Context: an optimization exercise on an open-source flow, tuned for small area and a short achievable clock period. The choices shown serve that exercise and are no tape-out recipe.
RTL that was checked went through simulation tests only; none was proved equivalent to the original.

## obi_rvalid_delay
module obi_rvalid_delay #(
  parameter int unsigned FIFO_DEPTH = 4,
  parameter int unsigned DATA_WIDTH = 32,
  parameter logic [31:0] LFSR_SEED  = 32'h1
) (
  input  logic                              clk_i,
  input  logic                              rst_ni,
  input  logic                              req_i,
  input  logic                              gnt_i,
  input  logic                              mem_rvalid_i,
  input  logic [DATA_WIDTH-1:0]             mem_rdata_i,
  input  logic                              mem_err_i,
  output logic                              rvalid_core_o,
  output logic [DATA_WIDTH-1:0]             rdata_core_o,
  output logic                              err_core_o,
  input  logic                              en_stall_i,
  input  logic [31:0]                       stall_mode_i,
  input  logic [31:0]                       max_stall_i,
  input  logic [31:0]                       rvalid_stall_i,
  output logic [$clog2(FIFO_DEPTH+1)-1:0]   outstanding_o,
  output logic                              gnt_block_o,
  output logic                              overflow_o,
  output logic                              protocol_err_o
);
Size: ~7900 cells after synthesis, ~180 I/O pins.
export LEC_CHECK = 0
export ABC_AREA = 1
export CAP_MARGIN = 20
export CORE_MARGIN = 2
export CORE_UTILIZATION = 65
export PLACE_DENSITY = 0.75
export SLEW_MARGIN = 20
export SYNTH_HIERARCHICAL = 1
create_clock -name core_clock -period 100.0 [get_ports {clk_i}]
standard.sh (not shown) runs the stock make flow with config.mk's settings and CLKGATE_MAP_FILE= SYNTH_SCRIPT=/design/flow/synth_recipe.tcl, a recipe that flattens the netlist after the stock synthesis.
==> flow/flow/run.sh <==
#!/bin/bash
export SETUP_SLACK_MARGIN=56
bash standard.sh > standard.log 2>&1
==> next run, changes <==
==> flow/flow/run.sh (replaced) <==
#!/bin/bash
export SETUP_SLACK_MARGIN=46
bash standard.sh > standard.log 2>&1
Maximum frequency drops by roughly a tenth.
Count of clock-buffer cells in the layout does not change.
Die area is unchanged.
==> next run, changes <==
==> flow/flow/run.sh (replaced) <==
#!/bin/bash
export SETUP_SLACK_MARGIN=50
bash standard.sh > standard.log 2>&1
After rerunning: Routed wire length barely changes. Die area is unchanged. Global-route usage is unchanged. Synthesized cell count does not change. Utilization rises by 0.13 points. First-iteration DRC count rises by 5.5%. Synthesized area does not change.
==> next run, changes <==
==> flow/flow/run.sh (replaced) <==
#!/bin/bash
export SETUP_SLACK_MARGIN=52
export BUFFER_PORTS_ARGS="-buffer_cell sky130_fd_sc_hd__buf_4"
bash standard.sh > standard.log 2>&1
CORE_UTILIZATION = 75   (was 65)
PLACE_DENSITY = 0.85   (was 0.75)
=>
- register-to-register slack is better by 0.98 ns
- setup slack is better by 1.4 ns
- final cell count came out lower by 1.8%
- worst hold slack stays flat
- count of clock-buffer cells in the layout came out lower by 8
- maximum frequency came out higher by 2.9%
- sequential share of layout area came out higher by 0.14 points


== wip/willow ==
Starting RTL as in the previous note.
==> flow/config.mk <==
export PLATFORM = sky130hd
export DESIGN_NAME = obi_rvalid_delay
export DESIGN_NICKNAME = obi_rvalid_delay
export VERILOG_FILES = /design/flow/design.v
export SDC_FILE = /design/flow/constraint.sdc
export NUM_CORES = 4
export LEC_CHECK = 0
export ABC_AREA = 1
export CAP_MARGIN = 20
export CORE_MARGIN = 2
export CORE_UTILIZATION = 65
export PLACE_DENSITY = 0.75
export SLEW_MARGIN = 20
export SYNTH_HIERARCHICAL = 1
==> flow/constraint.sdc <==
create_clock -name core_clock -period 100.0 [get_ports {clk_i}]
set_input_delay 20.0000 -clock core_clock [delete_from_list [all_inputs] [get_ports {clk_i}]]
set_output_delay 20.0000 -clock core_clock [all_outputs]
set_load 0.01 [all_outputs]
==> flow/flow/run.sh <==
#!/bin/bash
export SETUP_SLACK_MARGIN=52
bash standard.sh > standard.log 2>&1
For wip/raven, these inputs were changed with respect to wip/willow:
-- flow/flow/run.sh --
<<< wip/willow, line 3
>>> wip/raven, line 3
export BUFFER_PORTS_ARGS="-buffer_cell sky130_fd_sc_hd__buf_4"
Findings:
Summary of wip/raven over wip/willow: clock input transition at the sequential cells of the worst setup and hold paths neither gained nor lost much; routed length on met2 decreased 0.91%; setup slack saw an increase; wire length now smaller.
Measured against each other, wip/willow and wip/raven differ in worst max-slew margin expressed relative to the limit, the higher figure coming from wip/raven.
wip/willow vs wip/raven, timing endpoint of the critical path: rdata_core_o[1] vs rdata_core_o[2]


v54:
obi_rvalid_delay, a different RTL version from the one above (not shown whole).
Size in the first run: about 5700 cells after synthesis, ~0.047 mm² of cells after synthesis.
clock: 100.0 ns
lec_check: 0
cap_margin: 20
core_margin: 2
core_utilization: 60
place_density: 0.7
slew_margin: 20
synth_hierarchical: 1
==> flow/flow/run.sh <==
#!/bin/bash
export SETUP_SLACK_MARGIN=61
export BUFFER_PORTS_ARGS="-buffer_cell sky130_fd_sc_hd__buf_4"
export MAX_REPAIR_ANTENNAS_ITER_DRT=10
bash standard.sh > standard.log 2>&1
The flow did not stop early for v54: all stages ran, and the layout cleared the timing, design-rule and antenna checks.
Input-level comparison between v38 and v54:
- setting ABC_AREA to 1 for the first time
-- flow/flow/run.sh --
<<< v54, line 2
export SETUP_SLACK_MARGIN=61
>>> v38, line 2
export SETUP_SLACK_MARGIN=56
Notes after the runs:
Compared with v54, in v38 required time reported for the critical path endpoint decreased 20510 ps, sequential share of layout area climbed 1.6 points.
v38 vs. v54: insertion delay of the later-clocked pin in the worst-skew pair went up by 40 ps.
Where hold slack is concerned, v54 is better than v38.
Compared with v54, in v38 non-clock inverter count in the final layout +160%, number of setup buffers added after CTS -461, count of buffers not belonging to the clock network in the layout -70%, placeable core area +12%.
diff inputs: v38 => v22
-- flow/flow/run.sh --
<<< v38, line 2
export SETUP_SLACK_MARGIN=56
>>> v22, line 2
export SETUP_SLACK_MARGIN=57
Results
Measured against each other, v22 and v38 differ in via count, the higher figure coming from v22. Between v22 and v38, quantity of gates resized following cts is lower for v38, v22 comes in above that. Summary — overall routing resource usage, v22 relative to v38: higher, by 0.27 points. Slowest stage cell on the critical path = buf_4: v38; slowest stage cell on the critical path = a21boi_0: v22. v22 vs v38, timing endpoint of the critical path: prem_r[6]$_DFF_P_ vs rdata_core_o[24].
Function was not checked in any run of this note: the RTL went through the layout flow alone.

[what the ideal ports hide]
No port has a modelled driver above. Below, the same layouts with a new extraction and two added sets of constraints. Step 1 assumes that a clkbuf_16 drives the clock port and a buf_2 every other input. Step 2 also shifts input and output timing later by t, the mid clock arrival at the registers, as if the neighbouring blocks saw the same clock. a / b / c = ideal ports / drivers / drivers and shift; a / b = the first two.
| run | t, ns | setup WS [ns] | worst data-port slew with drivers (ns) |
|---|---|---|---|
| the first run of note 1 | 0.672 | 55.076 / 55.002 / 55.675 | 0.13 |
| the second run of note 1 | 0.667 | 49.978 / 49.906 / 50.573 | 0.11 |
| the third run of note 1 | 0.666 | 52.659 / 52.589 / 52.387 | 0.12 |
| the fourth run of note 1 | 0.649 | 54.014 / 54.059 / 53.410 | 0.09 |
| wip/willow | 0.667 | 54.004 / 53.933 / 53.531 | 0.11 |
| wip/raven | 0.663 | 54.161 / 54.087 / 53.614 | 0.10 |
| v54 | 0.626 | 48.081 / 48.096 / 47.470 | 0.13 |
| v38 | 0.686 | 58.135 / 58.062 / 57.543 | 0.13 |
| v22 | 0.686 | 58.728 / 58.778 / 58.092 | 0.13 |
After both steps setup and hold are still met in every run listed. For v22, which loses most, drivers alone change the setup slack by +0.050 ns; drivers and shift together by -0.636 ns.
